This design comes from an exercise in tuning for small area on the open sky130 flow, not from production work. The RTL was checked by simulation tests, not by an equivalence proof against the original design.

Setup of quartz:
## stream_convolver
module stream_convolver (
    input  logic           clk_i,
    input  logic           rst_ni,
    input  logic           en_i,
    input  logic [15:0]    data_i,
    input  logic [5:0]     stride_i,
    input  logic [13:0]    matrix_size_i,
    input  logic [143:0]   weights_i,
    output logic [31:0]    conv_o,
    output logic           valid_conv_o,
    output logic           end_conv_o
);
Size: roughly 6,100 cells after synthesis, roughly 640 flip-flops, roughly 220 I/O pins, about 70,000 µm² of cells after synthesis.
clock: 10.0 ns
lec_check: 0
abc_area: 1
cap_margin: 15
core_margin: 2
core_utilization: 65
gpl_timing_driven: 0
slew_margin: 15
standard.sh (not shown) runs the stock make flow with config.mk's settings and CLKGATE_MAP_FILE= SYNTH_SCRIPT=/design/flow/synth_recipe.tcl, a recipe that flattens the netlist after the stock synthesis.
==> flow/flow/run.sh <==
#!/bin/bash
# Standard ORFS layout (the standard.sh) with these changes:
#  - Yosys's generic pre-mapping ABC pass is skipped (SYNTH_ARGS=-noabc), so
#    extract_fa finds the design's full adders in their written polarity;
#  - the buffers ABC inserted are removed at floorplan (repair_design adds
#    back what slew and capacitance need);
#  - the port buffers are the smallest buffer cell;
#  - clock tree: smaller clock buffers, no dummy loads.
set -euo pipefail
bash standard.sh \
  SYNTH_ARGS=-noabc \
  REMOVE_ABC_BUFFERS=1 \
  "BUFFER_PORTS_ARGS=-buffer_cell sky130_fd_sc_hd__buf_1" \
  "CTS_ARGS=-sink_clustering_enable -repair_clock_nets -dont_use_dummy_load -sink_buffer_max_cap_derate 0.1 -buf_list {sky130_fd_sc_hd__clkbuf_4 sky130_fd_sc_hd__clkbuf_8}" \
  finish > flow_make.log 2>&1
--- input diff quartz..sierra ---
-- flow/flow/run.sh --
<<< quartz, line 14
  "CTS_ARGS=-sink_clustering_enable -repair_clock_nets -dont_use_dummy_load -sink_buffer_max_cap_derate 0.1 -buf_list {sky130_fd_sc_hd__clkbuf_4 sky130_fd_sc_hd__clkbuf_8}" \
>>> sierra, line 14
  "CTS_ARGS=-sink_clustering_enable -repair_clock_nets -dont_use_dummy_load -buf_list {sky130_fd_sc_hd__clkbuf_4 sky130_fd_sc_hd__clkbuf_8}" \
-- flow/config.mk --
<<< quartz, line 9
export CAP_MARGIN = 15
>>> sierra, line 9
export CAP_MARGIN = 20
<<< quartz, line 13
export SLEW_MARGIN = 15
>>> sierra, line 13
export SLEW_MARGIN = 20
==> results.txt <==
For the worst hold margin, sierra came in 84 ps higher than quartz did. Routed wire length: quartz vs sierra, no meaningful difference. Layout overhead on the synthesized area sits higher in sierra than in quartz. The number of nets in the layout of sierra and that of quartz are within noise of each other.
Here is what was changed in the inputs of yarrow compared with sierra.
-- flow/flow/run.sh --
<<< sierra, line 14
  "CTS_ARGS=-sink_clustering_enable -repair_clock_nets -dont_use_dummy_load -buf_list {sky130_fd_sc_hd__clkbuf_4 sky130_fd_sc_hd__clkbuf_8}" \
>>> yarrow, line 14
  "CTS_ARGS=-sink_clustering_enable -repair_clock_nets -dont_use_dummy_load -buf_list {sky130_fd_sc_hd__clkbuf_4}" \
-- flow/config.mk --
<<< sierra, line 11
export CORE_UTILIZATION = 65
>>> yarrow, line 11
export CORE_UTILIZATION = 70
==> comparison <==
The lower count of placed standard cells including taps came out of yarrow.
sierra → yarrow: count of standard-cell rows shrank by 3.3%, fraction of area in clock buffers and inverters went down by 0.24 points, first-iteration DRC count +1,894, weighted congestion at the end of routability-driven global placement grew by about 3.5%.
Row number of vias after detailed routing: yarrow higher / sierra lower
Against sierra, global-route wire length before repair in yarrow came out better.
Lower clock-buffer cell count goes to sierra over yarrow.
### yarrow -> maple
-- flow/config.mk --
<<< yarrow, line 11
export CORE_UTILIZATION = 70
>>> maple, line 11
export CORE_UTILIZATION = 80
- maple | ERROR | 5_1_grt
- Taking maple as 1.0, yarrow lands at 1.07 on count of standard-cell rows.
- From maple to yarrow, number of instances in the synthesized netlist did not move at all.
- Against yarrow, final weighted congestion of routability-driven global placement in maple rose by a few percent.
- Compared with yarrow, in maple height of the die lost 6.4%; initial standard-cell utilization of the core rose 11 points.
- Going from yarrow to maple, die width shrinks by 6.4%.
- In the reports for maple and yarrow, the larger estimated wirelength of the detail-placed design belongs to maple.
- Re share of async-settable or async-resettable flops after synthesis: no difference whatsoever between maple and yarrow.

---

stream_convolver, a different RTL version from the one above (not shown whole).
Size in the first run: ~6,300 cells after synthesis, about 220 I/O pins, roughly 72,000 um^2 of cells after synthesis.
export LEC_CHECK = 0
export ABC_AREA = 1
export CAP_MARGIN = 10
export CORE_MARGIN = 2
export CORE_UTILIZATION = 40
export GPL_TIMING_DRIVEN = 0
export SLEW_MARGIN = 10
create_clock -name core_clock -period 10.0 [get_ports {clk_i}]
==> flow/flow/run.sh <==
#!/bin/bash
# Standard ORFS layout (the standard.sh) with these changes:
#  - Yosys's generic pre-mapping ABC pass is skipped (SYNTH_ARGS=-noabc), so
#    extract_fa finds the design's full adders in their written polarity;
#  - the buffers ABC inserted are removed at floorplan (repair_design adds
#    back what slew and capacitance need);
#  - the port buffers are the smallest buffer cell;
#  - clock tree: smaller clock buffers, no dummy loads.
set -euo pipefail
bash standard.sh \
  SYNTH_ARGS=-noabc \
  REMOVE_ABC_BUFFERS=1 \
  "BUFFER_PORTS_ARGS=-buffer_cell sky130_fd_sc_hd__buf_1" \
  "CTS_ARGS=-sink_clustering_enable -repair_clock_nets -dont_use_dummy_load -sink_clustering_size 20 -sink_clustering_max_diameter 60 -buf_list {sky130_fd_sc_hd__clkbuf_8 sky130_fd_sc_hd__clkbuf_16}" \
  finish > flow_make.log 2>&1
The first run went through all stages and came out clean.
Rerun with:
==> flow/flow/run.sh (replaced) <==
#!/bin/bash
# Standard ORFS layout; the only change is that Yosys's generic pre-mapping
# ABC pass is skipped (SYNTH_ARGS=-noabc), so that extract_fa finds the
# design's full adders in their written polarity.
set -euo pipefail
bash standard.sh SYNTH_ARGS=-noabc finish > flow_make.log 2>&1
- CAP_MARGIN: 10 -> 20
- SLEW_MARGIN: 10 -> 20
After rerunning: Final cell count grows by a few percent; non-clock buffer count rose by 389; via count rose by a few percent; sequential cell count does not change.
Rerun with:
==> flow/flow/run.sh (replaced) <==
#!/bin/bash
# Standard ORFS layout (the standard.sh) with these changes:
#  - Yosys's generic pre-mapping ABC pass is skipped (SYNTH_ARGS=-noabc), so
#    extract_fa finds the design's full adders in their written polarity;
#  - the buffers ABC inserted are removed at floorplan (repair_design adds
#    back what slew and capacitance need);
#  - the port buffers are the smallest buffer cell;
#  - clock tree: smaller clock buffers, no dummy loads.
set -euo pipefail
bash standard.sh \
  SYNTH_ARGS=-noabc \
  REMOVE_ABC_BUFFERS=1 \
  "BUFFER_PORTS_ARGS=-buffer_cell sky130_fd_sc_hd__buf_1" \
  "CTS_ARGS=-sink_clustering_enable -repair_clock_nets -dont_use_dummy_load -buf_list {sky130_fd_sc_hd__clkbuf_4 sky130_fd_sc_hd__clkbuf_8}" \
  finish > flow_make.log 2>&1
- CORE_UTILIZATION: 40 -> 65
Outcome: The new run produced a clean layout; fmax is higher by 4.6%; synthesized area stays the same; worst setup slack improves by 410 ps; first-iteration DRC count rises by 42%; hold slack gets worse by 29 ps; via count increases by about 2.6%; global-route usage is higher by 13 points; wire length is lower by 17%; utilization climbs by 25 points.
Rerun with:
- CORE_UTILIZATION: 65 -> 40
After rerunning: The new run passed the timing, DRC and antenna checks. Wire length rose by about 11%. Worst hold slack got worse by 11 ps.

---

stream_convolver with an RTL version that a note above also has.
For scale: ~6100 cells after synthesis, roughly 220 I/O pins, ~70000 µm² of cells after synthesis.
## stream_convolver
module stream_convolver (
    input  logic           clk_i,
    input  logic           rst_ni,
    input  logic           en_i,
    input  logic [15:0]    data_i,
    input  logic [5:0]     stride_i,
    input  logic [13:0]    matrix_size_i,
    input  logic [143:0]   weights_i,
    output logic [31:0]    conv_o,
    output logic           valid_conv_o,
    output logic           end_conv_o
);
Settings: LEC_CHECK=0, ABC_AREA=1, CAP_MARGIN=20, CORE_MARGIN=2, CORE_UTILIZATION=65, GPL_TIMING_DRIVEN=0, SLEW_MARGIN=20; clock period 10.0 ns.
==> flow/flow/run.sh <==
#!/bin/bash
# Standard ORFS layout (the standard.sh) with these changes:
#  - Yosys's generic pre-mapping ABC pass is skipped (SYNTH_ARGS=-noabc), so
#    extract_fa finds the design's full adders in their written polarity;
#  - the buffers ABC inserted are removed at floorplan (repair_design adds
#    back what slew and capacitance need);
#  - the port buffers are the smallest buffer cell;
#  - clock tree: smaller clock buffers, no dummy loads.
set -euo pipefail
bash standard.sh \
  SYNTH_ARGS=-noabc \
  REMOVE_ABC_BUFFERS=1 \
  "BUFFER_PORTS_ARGS=-buffer_cell sky130_fd_sc_hd__buf_1" \
  "CTS_ARGS=-sink_clustering_enable -repair_clock_nets -dont_use_dummy_load -buf_list {sky130_fd_sc_hd__clkbuf_2 sky130_fd_sc_hd__clkbuf_4}" \
  finish > flow_make.log 2>&1
Then changed:
--- a/flow/flow/run.sh
+++ b/flow/flow/run.sh
@@ -14 +14 @@
-  "CTS_ARGS=-sink_clustering_enable -repair_clock_nets -dont_use_dummy_load -buf_list {sky130_fd_sc_hd__clkbuf_2 sky130_fd_sc_hd__clkbuf_4}" \
+  "CTS_ARGS=-sink_clustering_enable -repair_clock_nets -dont_use_dummy_load -buf_list {sky130_fd_sc_hd__clkbuf_4}" \
Effect:
- The new run completed without violations
- cell count is unchanged
- area after synthesis does not change
- die area does not change
- hold slack does not change
- wire length stays the same
Then changed:
Settings changed: CAP_MARGIN 20 to 15, GPL_ROUTABILITY_DRIVEN set to 0, SLEW_MARGIN 20 to 15.
What happened:
- die area stays the same
- critical path depth stays the same
- wire length fell by 4.7%

re-timing with driven ports:
The flow's constraints put no driver on any port. The routed layouts listed below were extracted and timed again, unchanged, in two steps. Step 1 assumes that a clkbuf_16 drives the clock port and a buf_2 every other input. Step 2 times the ports against the registers' clock, not the clock port: input delays grow and output delays shrink by t, the midpoint of the rising clock arrivals with the driver on. a / b / c = no drivers / after step 1 / after step 2; a / b = the first two.
run | t (ns) | setup WS [ns] | worst setup path at the end
quartz | 1.079 | 0.572 / 0.485 / 0.928 | input to register
sierra | 0.813 | 0.814 / 0.735 / 0.943 | input to register
yarrow | 1.130 | 0.402 / 0.317 / 0.629 | input to register
the first run of note 2 | 0.791 | 1.009 / 1.009 / 0.446 | input to register
the second run of note 2 | 0.823 | 0.771 / 0.839 / 0.017 | input to register
the third run of note 2 | 0.822 | 1.177 / 1.177 / 0.433 | input to register
the fourth run of note 2 | 0.927 | 1.230 / 1.230 / 0.549 | input to register
the first run of note 3 | 1.146 | 0.514 / 0.434 / 0.927 | input to register
the second run of note 3 | 1.146 | 0.514 / 0.434 / 0.927 | input to register
the third run of note 3 | 1.114 | 0.519 / 0.439 / 0.766 | input to register
After both steps setup and hold are still met in every run listed. The setup slack of the second run of note 2, which loses most, moves by +0.068 ns with the drivers and by -0.754 ns with both steps.
